Context: an optimization exercise on an open-source flow, tuned for small area. The choices shown serve that exercise and are no tape-out recipe. In this exercise RTL edits were held to simulation tests only and were not proved equivalent to the original. Power is estimated from default activity; no workload was simulated.

## try-xenon
==> flow/design.v <==
package ctw_pkg;
	localparam int TIMER_COUNT = 16;
	localparam int REM_W       = 16;   
	localparam int ENT_W       = 4 + REM_W;
	typedef enum logic [1:0] {
		OP_SCHED = 2'd0,
		OP_STOP  = 2'd1,
		OP_TICK  = 2'd2,
		OP_NONE  = 2'd3
	} op_t;
	typedef enum logic [1:0] {
		KIND_SCHED      = 2'd0,
		KIND_STOP       = 2'd1,
		KIND_FIRED      = 2'd2,
		KIND_IDLE_TICK  = 2'd3
	} kind_t;
	typedef enum logic [2:0] {
		ST_CLR,
		ST_IDLE,
		ST_SCHP,
		ST_SCANW,
		ST_SCAN,
		ST_EMIT,
		ST_DEC
	} state_t;
endpackage
module ctw_mem (
	input  logic                      clk,
	input  logic [ctw_pkg::ENT_W-1:0] wr_data,
	output logic [ctw_pkg::ENT_W-1:0] rd_data,
	output logic [ctw_pkg::ENT_W-1:0] rd_next
);
	localparam int W = ctw_pkg::ENT_W;
	localparam int N = ctw_pkg::TIMER_COUNT;
	logic [W*N-1:0] ring_q;
	always_ff @(posedge clk) begin
		ring_q <= {wr_data, ring_q[W*N-1:W]};
	end
	assign rd_data = ring_q[W-1:0];
	assign rd_next = ring_q[2*W-1:W];
endmodule
module callout_timer_wheel (
	input  logic        clk,
	input  logic        arst_n,
	input  logic        s_axis_tvalid,
	output logic        s_axis_tready,
	input  logic [23:0] s_axis_tdata,   
	input  logic [1:0]  s_axis_tuser,   
	output logic        m_axis_tvalid,
	input  logic        m_axis_tready,
	output logic [39:0] m_axis_tdata,   
	output logic [1:0]  m_axis_tuser,   
	output logic        m_axis_tlast
);
	localparam int RW = ctw_pkg::REM_W;
	ctw_pkg::state_t state_q, state_d;
	logic [3:0]      cnt_q;
	logic            sh_q;            
	logic            tk_q;            
	logic [15:0]     tlo_q;           
	logic [15:0]     thi_q;           
	logic            cy_q;            
	logic            found_q, multi_q;
	logic [ctw_pkg::ENT_W-1:0] rd_ent, rd_nxt, wr_ent;
	logic [3:0]      t_id;
	logic [RW-1:0]   t_rem;
	logic [3:0]      w_id;
	logic [RW-1:0]   w_rem;
	logic [1:0]      in_op;
	logic [3:0]      in_id;
	logic [15:0]     in_delay;
	logic [15:0]     delay_eff;
	logic            hit;             
	logic            pend;
	logic            due;
	logic            last_pos;
	logic            out_free;
	logic            sched_pass;      
	logic            tick_pass;       
	logic            add_b, add_ci, add_s, add_co;
	logic [15:0]     hi_inc;
	logic            load;            
	logic [1:0]      ld_kind;
	logic            capture;         
	logic            f_dec;           
	logic            f_clr;           
	logic            f_shift;         
	logic            f_new;           
	logic            out_valid_q;
	logic [1:0]      out_kind_q;
	logic [3:0]      out_id_q;
	logic            out_pend_q;
	logic [15:0]     out_lo_q;
	assign in_op     = s_axis_tuser;
	assign in_id     = s_axis_tdata[3:0];
	assign in_delay  = s_axis_tdata[19:4];
	assign delay_eff = {in_delay[15:1], in_delay[0] | (in_delay == 16'd0)};
	ctw_mem u_mem (
		.clk     (clk),
		.wr_data (wr_ent),
		.rd_data (rd_ent),
		.rd_next (rd_nxt)
	);
	assign {t_id, t_rem} = rd_ent;
	assign wr_ent        = {w_id, w_rem};
	assign hit      = (t_id == in_id);
	assign pend     = (t_rem != '0);
	assign due      = (t_rem == RW'(1));
	assign last_pos = (cnt_q == 4'd15);
	assign out_free = !out_valid_q || m_axis_tready;
	assign sched_pass = (state_q == ctw_pkg::ST_SCHP);
	assign tick_pass  = (state_q == ctw_pkg::ST_SCAN) && tk_q;
	assign add_b  = sched_pass && delay_eff[cnt_q];
	assign add_ci = (cnt_q == 4'd0) ? tick_pass : cy_q;
	assign add_s  = tlo_q[0] ^ add_b ^ add_ci;
	assign add_co = (tlo_q[0] & add_b) | (add_ci & (tlo_q[0] ^ add_b));
	logic [16:0] inc_c, dec_b;
	logic [RW-1:0] rem_dec;
	assign inc_c[0] = cy_q;
	assign dec_b[0] = pend && f_dec;    
	for (genvar i = 0; i < 16; i++) begin : g_arith
		assign hi_inc[i]  = thi_q[i] ^ inc_c[i];
		assign inc_c[i+1] = thi_q[i] & inc_c[i];
		assign rem_dec[i] = t_rem[i] ^ dec_b[i];
		assign dec_b[i+1] = !t_rem[i] & dec_b[i];
	end
	always_comb begin
		state_d       = state_q;
		s_axis_tready = 1'b0;
		f_dec         = 1'b0;
		f_clr         = 1'b0;
		f_shift       = 1'b0;
		f_new         = 1'b0;
		load          = 1'b0;
		ld_kind       = ctw_pkg::KIND_SCHED;
		capture       = 1'b0;
		case (state_q)
			ctw_pkg::ST_CLR: begin
				f_clr = 1'b1;
				if (last_pos) state_d = ctw_pkg::ST_IDLE;
			end
			ctw_pkg::ST_IDLE: begin
				if (s_axis_tvalid) begin
					case (in_op)
						ctw_pkg::OP_SCHED: begin
							if (last_pos && !out_valid_q) state_d = ctw_pkg::ST_SCHP;
						end
						ctw_pkg::OP_STOP: begin
							if (hit && out_free) begin
								s_axis_tready = 1'b1;
								load          = 1'b1;
								ld_kind       = ctw_pkg::KIND_STOP;
								capture       = 1'b1;
								f_clr         = 1'b1;
							end
						end
						ctw_pkg::OP_TICK: begin
							if (last_pos && !out_valid_q) begin
								s_axis_tready = 1'b1;
								state_d       = ctw_pkg::ST_SCAN;
							end
						end
						default: s_axis_tready = 1'b1;
					endcase
				end
			end
			ctw_pkg::ST_SCHP: begin
				if (!sh_q && hit) capture = 1'b1;
				if (last_pos) begin
					f_new         = 1'b1;
					s_axis_tready = 1'b1;
					load          = 1'b1;
					state_d       = ctw_pkg::ST_IDLE;
				end else if (sh_q || hit) begin
					f_shift = 1'b1;
				end
			end
			ctw_pkg::ST_SCANW: begin
				if (last_pos && !out_valid_q) state_d = ctw_pkg::ST_SCAN;
			end
			ctw_pkg::ST_SCAN: begin
				if (due && !found_q) begin
					capture = 1'b1;
					f_dec   = 1'b1;
				end
				if (last_pos) state_d = ctw_pkg::ST_EMIT;
			end
			ctw_pkg::ST_EMIT: begin
				load    = 1'b1;
				ld_kind = found_q ? ctw_pkg::KIND_FIRED : ctw_pkg::KIND_IDLE_TICK;
				if (found_q && multi_q) begin
					state_d = ctw_pkg::ST_SCANW;
				end else begin
					state_d = ctw_pkg::ST_DEC;
					f_dec   = 1'b1;
				end
			end
			default: begin  
				f_dec = 1'b1;
				if (last_pos) state_d = ctw_pkg::ST_IDLE;
			end
		endcase
	end
	always_comb begin
		if (f_shift) begin
			{w_id, w_rem} = rd_nxt;
		end else if (f_new) begin
			w_id  = in_id;
			w_rem = delay_eff;
		end else begin
			w_id  = (state_q == ctw_pkg::ST_CLR) ? cnt_q : t_id;
			w_rem = rem_dec & {RW{!f_clr}};
		end
	end
	always_ff @(posedge clk or negedge arst_n) begin
		if (!arst_n) begin
			state_q <= ctw_pkg::ST_CLR;
			cnt_q   <= 4'd0;
			sh_q    <= 1'b0;
		end else begin
			state_q <= state_d;
			cnt_q   <= cnt_q + 4'd1;
			if (sched_pass) sh_q <= !last_pos && (sh_q || hit);
		end
	end
	always_ff @(posedge clk) begin
		tlo_q <= {tick_pass ? add_s : (tlo_q[0] && (state_q != ctw_pkg::ST_CLR)), tlo_q[15:1]};
		if (sched_pass || tick_pass) begin
			out_lo_q <= {add_s, out_lo_q[15:1]};
			cy_q     <= add_co;
		end else if ((state_q == ctw_pkg::ST_EMIT) && tk_q) begin
			cy_q     <= 1'b0;
		end
		if (state_q == ctw_pkg::ST_CLR) begin
			thi_q <= 16'd0;
		end else if ((state_q == ctw_pkg::ST_EMIT) && tk_q) begin
			thi_q <= hi_inc;
		end
		if (state_q == ctw_pkg::ST_IDLE) begin
			tk_q <= 1'b1;
		end else if (state_q == ctw_pkg::ST_EMIT) begin
			tk_q <= 1'b0;
		end
		if (state_d == ctw_pkg::ST_SCAN && state_q != ctw_pkg::ST_SCAN) begin
			found_q <= 1'b0;
			multi_q <= 1'b0;
		end else if ((state_q == ctw_pkg::ST_SCAN) && due) begin
			found_q <= 1'b1;
			if (found_q) multi_q <= 1'b1;
		end
	end
	always_ff @(posedge clk or negedge arst_n) begin
		if (!arst_n) begin
			out_valid_q <= 1'b0;
		end else if (load) begin
			out_valid_q <= 1'b1;
		end else if (m_axis_tready) begin
			out_valid_q <= 1'b0;
		end
	end
	always_ff @(posedge clk) begin
		if (load) out_kind_q <= ld_kind;
		if (capture) begin
			out_id_q   <= t_id;
			out_pend_q <= pend;
		end
	end
	assign m_axis_tvalid = out_valid_q;
	assign m_axis_tdata  = {3'b000,
		{hi_inc, out_lo_q} & {32{!out_kind_q[0]}},
		out_pend_q & !out_kind_q[1],
		out_id_q & {4{!(&out_kind_q)}}};
	assign m_axis_tuser  = out_kind_q;
	assign m_axis_tlast  = !((out_kind_q == ctw_pkg::KIND_FIRED) && multi_q);
endmodule
clock: 5.0 ns
lec_check: 0
cap_margin: 20
core_margin: 2
core_utilization: 70
slew_margin: 20
standard.sh (not shown) runs the stock make flow with config.mk's settings and CLKGATE_MAP_FILE= SYNTH_SCRIPT=/design/flow/synth_recipe.tcl, a recipe that flattens the netlist after the stock synthesis.
==> flow/flow/run.sh <==
#!/bin/bash
# Layout with the standard flow (standard.sh), changing only:
#  - synthesis: synth_recipe.tcl with the procs in synth_tweaks.tcl (adders
#    left to ABC, ABC's default area mapping);
#  - port buffers: the smallest buffer;
#  - clock tree: larger sink clusters, no dummy loads.
# Each tool's output is in orfs/logs/; make's own output in flow.log.
set -euo pipefail
W=$(cd "$(dirname "${BASH_SOURCE[0]}")/.." && pwd)
{ head -n 1 "$W/synth_recipe.tcl"; cat "$W/flow/synth_tweaks.tcl"; tail -n +2 "$W/synth_recipe.tcl"; } > "$W/my_synth.tcl"
export BUFFER_PORTS_ARGS="-buffer_cell sky130_fd_sc_hd__buf_1"
export CTS_ARGS="-sink_clustering_enable -repair_clock_nets -dont_use_dummy_load -sink_clustering_size 30 -sink_clustering_max_diameter 90 -root_buf sky130_fd_sc_hd__clkbuf_8 -tree_buf sky130_fd_sc_hd__clkbuf_8"
cd "$W"
bash standard.sh SYNTH_SCRIPT="$W/my_synth.tcl" finish > flow.log 2>&1
==> flow/flow/synth_tweaks.tcl <==
# Changes to the standard flow's synthesis script (synth_recipe.tcl), placed after its
# first line. Registers, their names and cell types are as in the standard
# synthesis; only the mapping of the logic between them differs.

# leave adders as plain logic for ABC to map, instead of half/full adder cells
proc extract_fa {args} {}

# map the logic with ABC's default script for a cell library (area oriented)
# in place of ORFS's speed script and its delay target
proc abc {args} {
  set out {}
  set skip 0
  foreach a $args {
    if {$skip} { set skip 0; continue }
    if {$a in {-script -D -constr}} { set skip 1; continue }
    lappend out $a
  }
  yosys abc {*}$out
}
The following lists how try-willow was set up differently from try-xenon:
==> flow/flow/run.sh <==
#!/bin/bash
# Layout with the standard flow (standard.sh), changing only how ports are
# buffered (the smallest buffer) and how the clock tree is built (larger sink
# clusters, no dummy loads). Each tool's output is in orfs/logs/; make's own
# output in flow.log.
set -euo pipefail
export BUFFER_PORTS_ARGS="-buffer_cell sky130_fd_sc_hd__buf_1"
export CTS_ARGS="-sink_clustering_enable -repair_clock_nets -dont_use_dummy_load -sink_clustering_size 30 -sink_clustering_max_diameter 90"
bash standard.sh finish > flow.log 2>&1
removed: flow/flow/synth_tweaks.tcl
Findings:
Delta (try-willow minus try-xenon): count of buffers not belonging to the clock network in the layout decreased by 5.5% relative to the old numbers, final worst setup slack decreased by 0.77 ns relative to the old numbers.
try-willow: all stages complete, timing, DRC and antenna checks passed
try-willow vs try-xenon — final period utilization rose 15 points.
Compared with try-xenon, try-willow shows a total number of cells along the worst setup path that is 9 higher.
try-willow vs try-xenon, global-route usage went down by 1.9 points.
Lower number of fillers in the final layout was reported by try-xenon, not try-willow.
Edits applied to the flow inputs when going from try-willow to try-juniper:
diff --git a/flow/flow/run.sh b/flow/flow/run.sh
--- a/flow/flow/run.sh
+++ b/flow/flow/run.sh
@@ -8 +8 @@
-export CTS_ARGS="-sink_clustering_enable -repair_clock_nets -dont_use_dummy_load -sink_clustering_size 30 -sink_clustering_max_diameter 90"
+export CTS_ARGS="-sink_clustering_enable -repair_clock_nets -dont_use_dummy_load -sink_clustering_size 28 -sink_clustering_max_diameter 70"
==> comparison <==
Taking try-willow as the reference, in try-juniper maximum frequency increased 0.40%, global-route wire length before repair moved up.
Clock-cell share of area: try-juniper > try-willow
Compared with try-willow, in try-juniper sequential share of layout area now sits lower; routed wire length climbed about 2.4%.
Final cell area: try-juniper above try-willow
On number of design-rule violations left by the first detailed-router iteration, the lower figure sits with try-juniper, not try-willow.
Taking try-willow as the reference, in try-juniper die area closely matched the old numbers; net switching fraction of the power flat; final period utilization went down.
--- input diff try-juniper..try-zinc ---
Settings: CORE_UTILIZATION changed from 70 to 80.
==> flow/flow/run.sh <==
#!/bin/bash
# Layout with the standard flow (standard.sh), changing only:
#  - synthesis: synth_recipe.tcl with the procs in synth_tweaks.tcl (adders
#    left to ABC, ABC's default area mapping);
#  - port buffers: the smallest buffer;
#  - clock tree: larger sink clusters, no dummy loads.
# Each tool's output is in orfs/logs/; make's own output in flow.log.
set -euo pipefail
W=$(cd "$(dirname "${BASH_SOURCE[0]}")/.." && pwd)
{ head -n 1 "$W/synth_recipe.tcl"; cat "$W/flow/synth_tweaks.tcl"; tail -n +2 "$W/synth_recipe.tcl"; } > "$W/my_synth.tcl"
export BUFFER_PORTS_ARGS="-buffer_cell sky130_fd_sc_hd__buf_1"
export CTS_ARGS="-sink_clustering_enable -repair_clock_nets -dont_use_dummy_load -sink_clustering_size 30 -sink_clustering_max_diameter 90"
cd "$W"
bash standard.sh SYNTH_SCRIPT="$W/my_synth.tcl" finish > flow.log 2>&1
==> flow/flow/synth_tweaks.tcl (new file) <==
# Changes to the standard flow's synthesis script (synth_recipe.tcl), placed after its
# first line. Registers, their names and cell types are as in the standard
# synthesis; only the mapping of the logic between them differs.

# leave adders as plain logic for ABC to map, instead of half/full adder cells
proc extract_fa {args} {}

# map the logic with ABC's default script for a cell library (area oriented)
# in place of ORFS's speed script and its delay target
proc abc {args} {
  set out {}
  set skip 0
  foreach a $args {
    if {$skip} { set skip 0; continue }
    if {$a in {-script -D -constr}} { set skip 1; continue }
    lappend out $a
  }
  yosys abc {*}$out
}
### Flow results
Worst setup path endpoint = m_axis_tdata[36]: try-juniper; worst setup path endpoint = u_mem.ring_q[311]: try-zinc
For the worst hold slack after final layout, try-zinc came in 0.043 ns higher than try-juniper did.
try-zinc ended up with a lower cell count after synthesis than try-juniper did.
try-juniper has a lower highest cell delay on the worst timing path than try-zinc.
Compared to try-juniper, try-zinc shows a wider setup margin.
Comparing try-juniper and try-zinc, the higher post-synthesis to final-layout area growth was measured on try-zinc.
In try-zinc, the overall track demand over capacity in global routing came out 18 points above the value in try-juniper.


// callout_timer_wheel: RTL as listed in full above, without the edits since
export LEC_CHECK = 0
export CAP_MARGIN = 20
export CORE_MARGIN = 2
export CORE_UTILIZATION = 70
export SLEW_MARGIN = 20
create_clock -name core_clock -period 5.0 [get_ports {clk}]
==> flow/flow/run.sh <==
#!/bin/bash
# Layout with the standard flow (standard.sh), changing only how ports are
# buffered (the smallest buffer) and how the clock tree is built (larger sink
# clusters, no dummy loads). Each tool's output is in orfs/logs/; make's own
# output in flow.log.
set -euo pipefail
export BUFFER_PORTS_ARGS="-buffer_cell sky130_fd_sc_hd__buf_1"
export CTS_ARGS="-sink_clustering_enable -repair_clock_nets -dont_use_dummy_load -sink_clustering_size 25 -sink_clustering_max_diameter 80"
bash standard.sh finish > flow.log 2>&1
The baseline completed without violations.
Change:
==> flow/flow/run.sh (replaced) <==
#!/bin/bash
# Layout with the standard flow (standard.sh), changing only:
#  - synthesis: synth_recipe.tcl with the procs in synth_tweaks.tcl (adders
#    left to ABC, ABC's default area mapping);
#  - port buffers: the smallest buffer;
#  - clock tree: larger sink clusters, no dummy loads.
# Each tool's output is in orfs/logs/; make's own output in flow.log.
set -euo pipefail
W=$(cd "$(dirname "${BASH_SOURCE[0]}")/.." && pwd)
{ head -n 1 "$W/synth_recipe.tcl"; cat "$W/flow/synth_tweaks.tcl"; tail -n +2 "$W/synth_recipe.tcl"; } > "$W/my_synth.tcl"
export BUFFER_PORTS_ARGS="-buffer_cell sky130_fd_sc_hd__buf_1"
export CTS_ARGS="-sink_clustering_enable -repair_clock_nets -dont_use_dummy_load -sink_clustering_size 30 -sink_clustering_max_diameter 90"
cd "$W"
bash standard.sh SYNTH_SCRIPT="$W/my_synth.tcl" finish > flow.log 2>&1
==> flow/flow/synth_tweaks.tcl (new file) <==
# Changes to the standard flow's synthesis script (synth_recipe.tcl), placed after its
# first line. Registers, their names and cell types are as in the standard
# synthesis; only the mapping of the logic between them differs.

# leave adders as plain logic for ABC to map, instead of half/full adder cells
proc extract_fa {args} {}

# map the logic with ABC's default script for a cell library (area oriented)
# in place of ORFS's speed script and its delay target
proc abc {args} {
  set out {}
  set skip 0
  foreach a $args {
    if {$skip} { set skip 0; continue }
    if {$a in {-script -D -constr}} { set skip 1; continue }
    lappend out $a
  }
  yosys abc {*}$out
}
The changed run completed without violations.
Count of clock-buffer cells in the layout drops by 3.
Wire length climbs by 2.7%.
Fmax climbs by 20%.
Cell area drops by 3.0%.
Global-route usage climbs by 0.97 points.
Area after synthesis drops by 3.2%.
Total power climbs by 17%.
Worst setup slack is better by 820 ps.
Non-clock buffer count climbs by 4.
Core utilization climbs by 0.60 points.
Sequential share of layout area climbs by 2.2 points.
Change:
==> flow/flow/run.sh (replaced) <==
#!/bin/bash
# Layout with the standard flow (standard.sh), changing only how ports are
# buffered (the smallest buffer) and how the clock tree is built (larger sink
# clusters, no dummy loads). Each tool's output is in orfs/logs/; make's own
# output in flow.log.
set -euo pipefail
export BUFFER_PORTS_ARGS="-buffer_cell sky130_fd_sc_hd__buf_1"
export CTS_ARGS="-sink_clustering_enable -repair_clock_nets -dont_use_dummy_load -sink_clustering_size 25 -sink_clustering_max_diameter 80"
bash standard.sh finish > flow.log 2>&1
CORE_UTILIZATION = 60   (was 70)
removed: flow/flow/synth_tweaks.tcl
Result: Hold slack degrades by 16 ps. Power falls by about a fifth. Sequential share of layout area came out lower by 2.5 points. Core utilization drops by 11 points.

-- port drivers added, routing unchanged --
Ports are ideal in the flow. The routed layouts listed here were re-timed in OpenROAD.
Step 1: set_driving_cell puts a clkbuf_16 on clk and a buf_2 on each other input, an assumption about the parent block.
Step 2 times the ports against the registers' clock, not the clock port: input delays grow and output delays shrink by t, the midpoint of the rising clock arrivals with the driver on.
Three values: no drivers, after step 1, after step 2; two values: the first two.
run | shift t [ns] | setup slack, ns | worst setup path after step 2 | worst data-port slew with drivers (ns)
try-xenon | 0.580 | 0.892 / 0.851 / 1.431 | register to output | 0.07
try-willow | 0.533 | 0.120 / 0.074 / 0.447 | register to register | 0.06
try-juniper | 0.519 | 0.140 / 0.094 / 0.467 | register to register | 0.06
try-zinc | 0.540 | 0.626 / 0.626 / 0.626 | register to register | 0.07
the first run of note 2 | 0.544 | 0.100 / 0.057 / 0.341 | register to register | 0.07
the second run of note 2 | 0.534 | 0.919 / 0.875 / 1.409 | register to output | 0.07
the third run of note 2 | 0.528 | 0.190 / 0.148 / 0.534 | register to register | 0.05
After both steps every run listed still meets setup and hold.
